This is an optimization exercise on Yosys and OpenROAD, whose aim is small area, a short achievable clock period and few clock cycles per item, not a production implementation.
RTL that was checked went through simulation tests only; none was proved equivalent to the original.

==> flow/design.v <==
package tea_pkg;
    typedef logic [31:0] word_t;
    localparam word_t tea_delta = 32'h9e3779b9;
    function automatic logic [1023:0] sum_table();
        logic [1023:0] t;
        word_t s;
        s = '0;
        for (int j = 0; j < 32; j++) begin
            s = s + tea_delta;
            t[j*32 +: 32] = s;
        end
        sum_table = t;
    endfunction
    localparam logic [1023:0] sum_tab = sum_table();
    function automatic logic [32:0] add32(input word_t a, input word_t b, input logic cin);
        word_t pp, gg, p0, g0, c;
        int    j;
        p0 = a ^ b;
        g0 = a & b;
        pp = p0;
        gg = g0;
        gg[0] = gg[0] | (pp[0] & cin);
        for (int l = 0; l < 5; l++) begin
            for (int i = 31; i >= 0; i--) begin
                if (l > 0 && i == (1 << l)) begin
                    gg[i] = g0[i] | (p0[i] & g0[i - 1]) | (p0[i] & p0[i - 1] & gg[i - 2]);
                    pp[i] = p0[i] & p0[i - 1] & pp[i - 2];
                end else if ((i >> l) & 1) begin
                    j = ((i >> l) << l) - 1;
                    gg[i] = gg[i] | (pp[i] & gg[j]);
                    pp[i] = pp[i] & pp[j];
                end
            end
        end
        c = {gg[30:0], cin};
        add32 = {gg[31], p0 ^ c};
    endfunction
endpackage
`timescale 1ns/1ps
module crypt_machine #(
    parameter int data_in_w = 32,
    parameter int rounds    = 32
) (
    input  logic                  clk,
    input  logic                  resetn,
    input  logic [data_in_w-1:0]  data_in,
    input  logic                  go,
    input  logic                  decrypt,
    output logic                  done,
    output tea_pkg::word_t        display
);
    logic            s_load;       
    logic            s_load_rel;   
    logic            s_wait_op;    
    logic            s_run;        
    logic            s_wait_dec;   
    logic            s_wait_clr;   
    logic            s_clr_rel;    
    logic            running;      
    logic [2:0]      widx;
    logic            dec;        
    logic [6:0]      t;          
    tea_pkg::word_t  p, q;
    tea_pkg::word_t  r0, r1, r2, r3;
    tea_pkg::word_t  g;          
    logic            cin;
    tea_pkg::word_t  s;          
    logic start_enc, start_dec, start;
    assign start_enc = s_wait_op && go;
    assign start_dec = (s_wait_op && !go && decrypt) || (s_wait_dec && decrypt);
    assign start     = start_enc || start_dec;
    logic last;
    assign last = running && t[6];
    tea_pkg::word_t nw;
    logic           ovf;
    assign {ovf, nw} = tea_pkg::add32(p, g, cin);
    logic [27:0] a_x, a_y, a_z, a_s, a_c;
    logic [32:0] a_sum;
    assign a_x   = p[27:0];
    assign a_y   = g[27:0];
    assign a_z   = r0[31:4];
    assign a_s   = a_x ^ a_y ^ a_z;
    assign a_c   = (a_x & a_y) | (a_x & a_z) | (a_y & a_z);
    assign a_sum = tea_pkg::add32({4'd0, a_s}, {4'd0, a_c[26:0], cin}, 1'b0);
    tea_pkg::word_t b_s, b_c;
    logic [32:0]    b_sum;
    assign b_s   = p ^ g ^ s;
    assign b_c   = (p & g) | (p & s) | (g & s);
    assign b_sum = tea_pkg::add32(b_s, {b_c[30:0], cin}, 1'b0);
    tea_pkg::word_t c_z, c_s, c_c;
    logic [32:0]    c_sum;
    logic           c27;
    assign c_z   = {r1[26:0], 5'd0};
    assign c_s   = p ^ g ^ c_z;
    assign c_c   = (p & g) | (p & c_z) | (g & c_z);
    assign c_sum = tea_pkg::add32(c_s, {c_c[30:0], cin}, 1'b0);
    assign c27   = ovf ? (c_c[31] && c_sum[32]) : (c_c[31] || c_sum[32]);
    logic [4:0] r1_hi, r1_hi1;
    assign r1_hi  = r1[31:27];
    assign r1_hi1 = r1[31:27] + 5'd1;
    tea_pkg::word_t f_lo, g_nx;
    logic [4:0]     x_hi, g_hi0, g_hi1;
    assign f_lo  = {a_sum[27:0], r0[3:0]} ^ b_sum[31:0] ^ {5'd0, c_sum[31:5]};
    assign x_hi  = f_lo[31:27] ^ {5{dec}};
    assign g_hi0 = (x_hi ^ r1_hi)  & {5{m_n}};
    assign g_hi1 = (x_hi ^ r1_hi1) & {5{m_n}};
    assign g_nx  = {c27 ? g_hi1 : g_hi0, (f_lo[26:0] ^ {27{dec}}) & {27{m_n}}};
    logic       dec_n, m_n;
    assign dec_n = start ? start_dec : (running ? dec : 1'b1);
    assign m_n   = start ? start_dec : (running && (!dec || (t[5:0] != 6'd63)));
    logic [4:0] jh, sidx;
    assign jh   = t[5:1] + {4'd0, dec | t[0]};
    assign sidx = running ? (jh ^ {5{dec}}) : 5'd31;
    always_ff @(posedge clk) begin
        g    <= g_nx;
        cin  <= m_n && dec;
        s    <= start_enc ? tea_pkg::tea_delta : tea_pkg::sum_tab[sidx*32 +: 32];
    end
    logic load_q, load_p;
    assign load_q = s_load && (widx <= 3'd1);
    assign load_p = s_load_rel && (widx == 3'd0);
    logic rot, load_r2, load_r3;
    assign rot     = start || running ||
                     (s_load_rel && !go && ((widx == 3'd3) || (widx == 3'd5)));
    assign load_r2 = s_load && ((widx == 3'd2) || (widx == 3'd4));
    assign load_r3 = s_load && ((widx == 3'd3) || (widx == 3'd5));
    always_ff @(posedge clk) begin
        if (load_q || running || start) begin
            q <= load_q ? data_in : nw;
        end
        if (load_p || running || start) begin
            p <= q;
        end
        if (rot) begin
            r0 <= r2;
            r1 <= r3;
        end
        if (rot || load_r2) begin
            r2 <= load_r2 ? data_in : r0;
        end
        if (rot || load_r3) begin
            r3 <= load_r3 ? data_in : r1;
        end
    end
    logic last_word;
    assign last_word = (widx == 3'd5);
    always_ff @(posedge clk) begin
        if (!resetn) begin
            s_load     <= 1'b1;
            s_load_rel <= 1'b0;
            s_wait_op  <= 1'b0;
            s_run      <= 1'b0;
            s_wait_dec <= 1'b0;
            s_wait_clr <= 1'b0;
            s_clr_rel  <= 1'b0;
            running    <= 1'b0;
            widx       <= '0;
            done       <= 1'b0;
        end else begin
            s_load     <= (s_load && !go) || (s_load_rel && !go && !last_word) ||
                          (s_clr_rel && !go);
            s_load_rel <= (s_load || s_load_rel) && go;
            s_wait_op  <= (s_load_rel && !go && last_word) ||
                          (s_wait_op && !go && !decrypt);
            s_run      <= start || (s_run && !done);
            s_wait_dec <= (s_run && done && !dec) || (s_wait_dec && !decrypt && !go);
            s_wait_clr <= (s_run && done && dec) || (s_wait_clr && !go);
            s_clr_rel  <= (s_wait_dec && !decrypt && go) || ((s_wait_clr || s_clr_rel) && go);
            running    <= start || (running && !t[6]);
            done       <= last;
            if (s_load_rel && !go) begin
                widx <= widx + 3'd1;
            end else if (s_clr_rel && !go) begin
                widx <= '0;
            end
        end
    end
    always_ff @(posedge clk) begin
        dec <= dec_n;
        if (start) begin
            t <= '0;
        end else if (running) begin
            t <= t + 7'd1;
        end
    end
    always_ff @(posedge clk) begin
        if (!resetn || s_clr_rel) begin
            display <= '0;
        end else if (last) begin
            display <= {nw[15:0], q[15:0]};
        end
    end
endmodule
clock: 12.0 ns
lec_check: 0
cap_margin: 20
core_margin: 2
core_utilization: 40
slew_margin: 20
standard.sh (not shown) runs the stock make flow with config.mk's settings and CLKGATE_MAP_FILE= SYNTH_SCRIPT=/design/flow/synth_recipe.tcl, a recipe that flattens the netlist after the stock synthesis.
==> flow/flow/run.sh <==
#!/bin/bash
set -euo pipefail
export SETUP_SLACK_MARGIN=8.0
export BUFFER_PORTS_ARGS="-buffer_cell sky130_fd_sc_hd__buf_4"
bash standard.sh > standard.log 2>&1
Testbench counts at the start, summed over its fixed seeds: cycles 7,752, ops 96.
Change:
--- a/flow/design.v
+++ b/flow/design.v
@@ -21,15 +21,11 @@
         gg = g0;
         gg[0] = gg[0] | (pp[0] & cin);
         for (int l = 0; l < 5; l++) begin
             for (int i = 31; i >= 0; i--) begin
-                if (l > 0 && i == (1 << l)) begin
-                    gg[i] = g0[i] | (p0[i] & g0[i - 1]) | (p0[i] & p0[i - 1] & gg[i - 2]);
-                    pp[i] = p0[i] & p0[i - 1] & pp[i - 2];
-                end else if ((i >> l) & 1) begin
-                    j = ((i >> l) << l) - 1;
-                    gg[i] = gg[i] | (pp[i] & gg[j]);
-                    pp[i] = pp[i] & pp[j];
+                if (i >= (1 << l)) begin
+                    gg[i] = gg[i] | (pp[i] & gg[i - (1 << l)]);
+                    pp[i] = pp[i] & pp[i - (1 << l)];
                 end
             end
         end
         c = {gg[30:0], cin};
@@ -59,8 +55,9 @@
     logic            running;      
     logic [2:0]      widx;
     logic            dec;        
     logic [6:0]      t;          
+    logic [4:0]      sidx;       
     tea_pkg::word_t  p, q;
     tea_pkg::word_t  r0, r1, r2, r3;
     tea_pkg::word_t  g;          
     logic            cin;
@@ -97,25 +94,31 @@
     assign c27   = ovf ? (c_c[31] && c_sum[32]) : (c_c[31] || c_sum[32]);
     logic [4:0] r1_hi, r1_hi1;
     assign r1_hi  = r1[31:27];
     assign r1_hi1 = r1[31:27] + 5'd1;
-    tea_pkg::word_t f_lo, g_nx;
-    logic [4:0]     x_hi, g_hi0, g_hi1;
-    assign f_lo  = {a_sum[27:0], r0[3:0]} ^ b_sum[31:0] ^ {5'd0, c_sum[31:5]};
-    assign x_hi  = f_lo[31:27] ^ {5{dec}};
-    assign g_hi0 = (x_hi ^ r1_hi)  & {5{m_n}};
-    assign g_hi1 = (x_hi ^ r1_hi1) & {5{m_n}};
-    assign g_nx  = {c27 ? g_hi1 : g_hi0, (f_lo[26:0] ^ {27{dec}}) & {27{m_n}}};
+    tea_pkg::word_t f_nx;
+    assign f_nx = {a_sum[27:0], r0[3:0]} ^ b_sum[31:0] ^
+                  {c27 ? r1_hi1 : r1_hi, c_sum[31:5]};
     logic       dec_n, m_n;
+    logic [4:0] sidx_n;
     assign dec_n = start ? start_dec : (running ? dec : 1'b1);
     assign m_n   = start ? start_dec : (running && (!dec || (t[5:0] != 6'd63)));
-    logic [4:0] jh, sidx;
-    assign jh   = t[5:1] + {4'd0, dec | t[0]};
-    assign sidx = running ? (jh ^ {5{dec}}) : 5'd31;
+    logic [4:0] sidx_r;
+    always_comb begin
+        if (!running) begin
+            sidx_r = 5'd31;
+        end else if (t[0] ^ dec) begin
+            sidx_r = dec ? sidx - 5'd1 : sidx + 5'd1;
+        end else begin
+            sidx_r = sidx;
+        end
+    end
+    assign sidx_n = start_enc ? 5'd0 : sidx_r;
     always_ff @(posedge clk) begin
-        g    <= g_nx;
+        g    <= (f_nx ^ {32{dec}}) & {32{m_n}};
         cin  <= m_n && dec;
-        s    <= start_enc ? tea_pkg::tea_delta : tea_pkg::sum_tab[sidx*32 +: 32];
+        sidx <= sidx_n;
+        s    <= start_enc ? tea_pkg::tea_delta : tea_pkg::sum_tab[sidx_r*32 +: 32];
     end
     logic load_q, load_p;
     assign load_q = s_load && (widx <= 3'd1);
     assign load_p = s_load_rel && (widx == 3'd0);
What happened:
- The changed run passed the timing, DRC and antenna checks
- clock-buffer cell count increases by 2
- sequential share of layout area drops by 1.5 points
- via count goes up by 13%
- wire length went up by 20%
- global-route usage went up by 2.6 points
- critical path depth falls by 1
- final cell count rose by 10%
No functional check of the RTL was part of the second run of this note.

[afterwards: timing with drivers on the ports]
The flow's constraints put no driver on any port. The routed layouts listed below were extracted and timed again, unchanged, in two steps. Step 1 (the two cells are an assumption about what drives the block):
set clk [get_ports {clk}]
set_driving_cell -lib_cell sky130_fd_sc_hd__clkbuf_16 $clk
set_driving_cell -lib_cell sky130_fd_sc_hd__buf_2 [delete_from_list [all_inputs] $clk]
Step 2 times the ports against the registers' clock, not the clock port: input delays grow and output delays shrink by t, the midpoint of the rising clock arrivals with the driver on. Three values: ideal ports, drivers, drivers and shift; two values: the first two.
run | shift t [ns] | setup slack, ns | worst hold slack (ns) | worst register clock-pin slew, ns
the first run | 0.607 | 8.089 / 8.089 / 7.563 | 0.409 / 0.409 / 0.409 | 0.06 / 0.06
the second run | 0.613 | 7.997 / 7.997 / 7.563 | 0.408 / 0.408 / 0.408 | 0.06 / 0.06
After both steps every run listed still meets setup and hold. The setup slack of the first run, which loses most, moves by 0.000 ns with the drivers and by -0.526 ns with both steps.
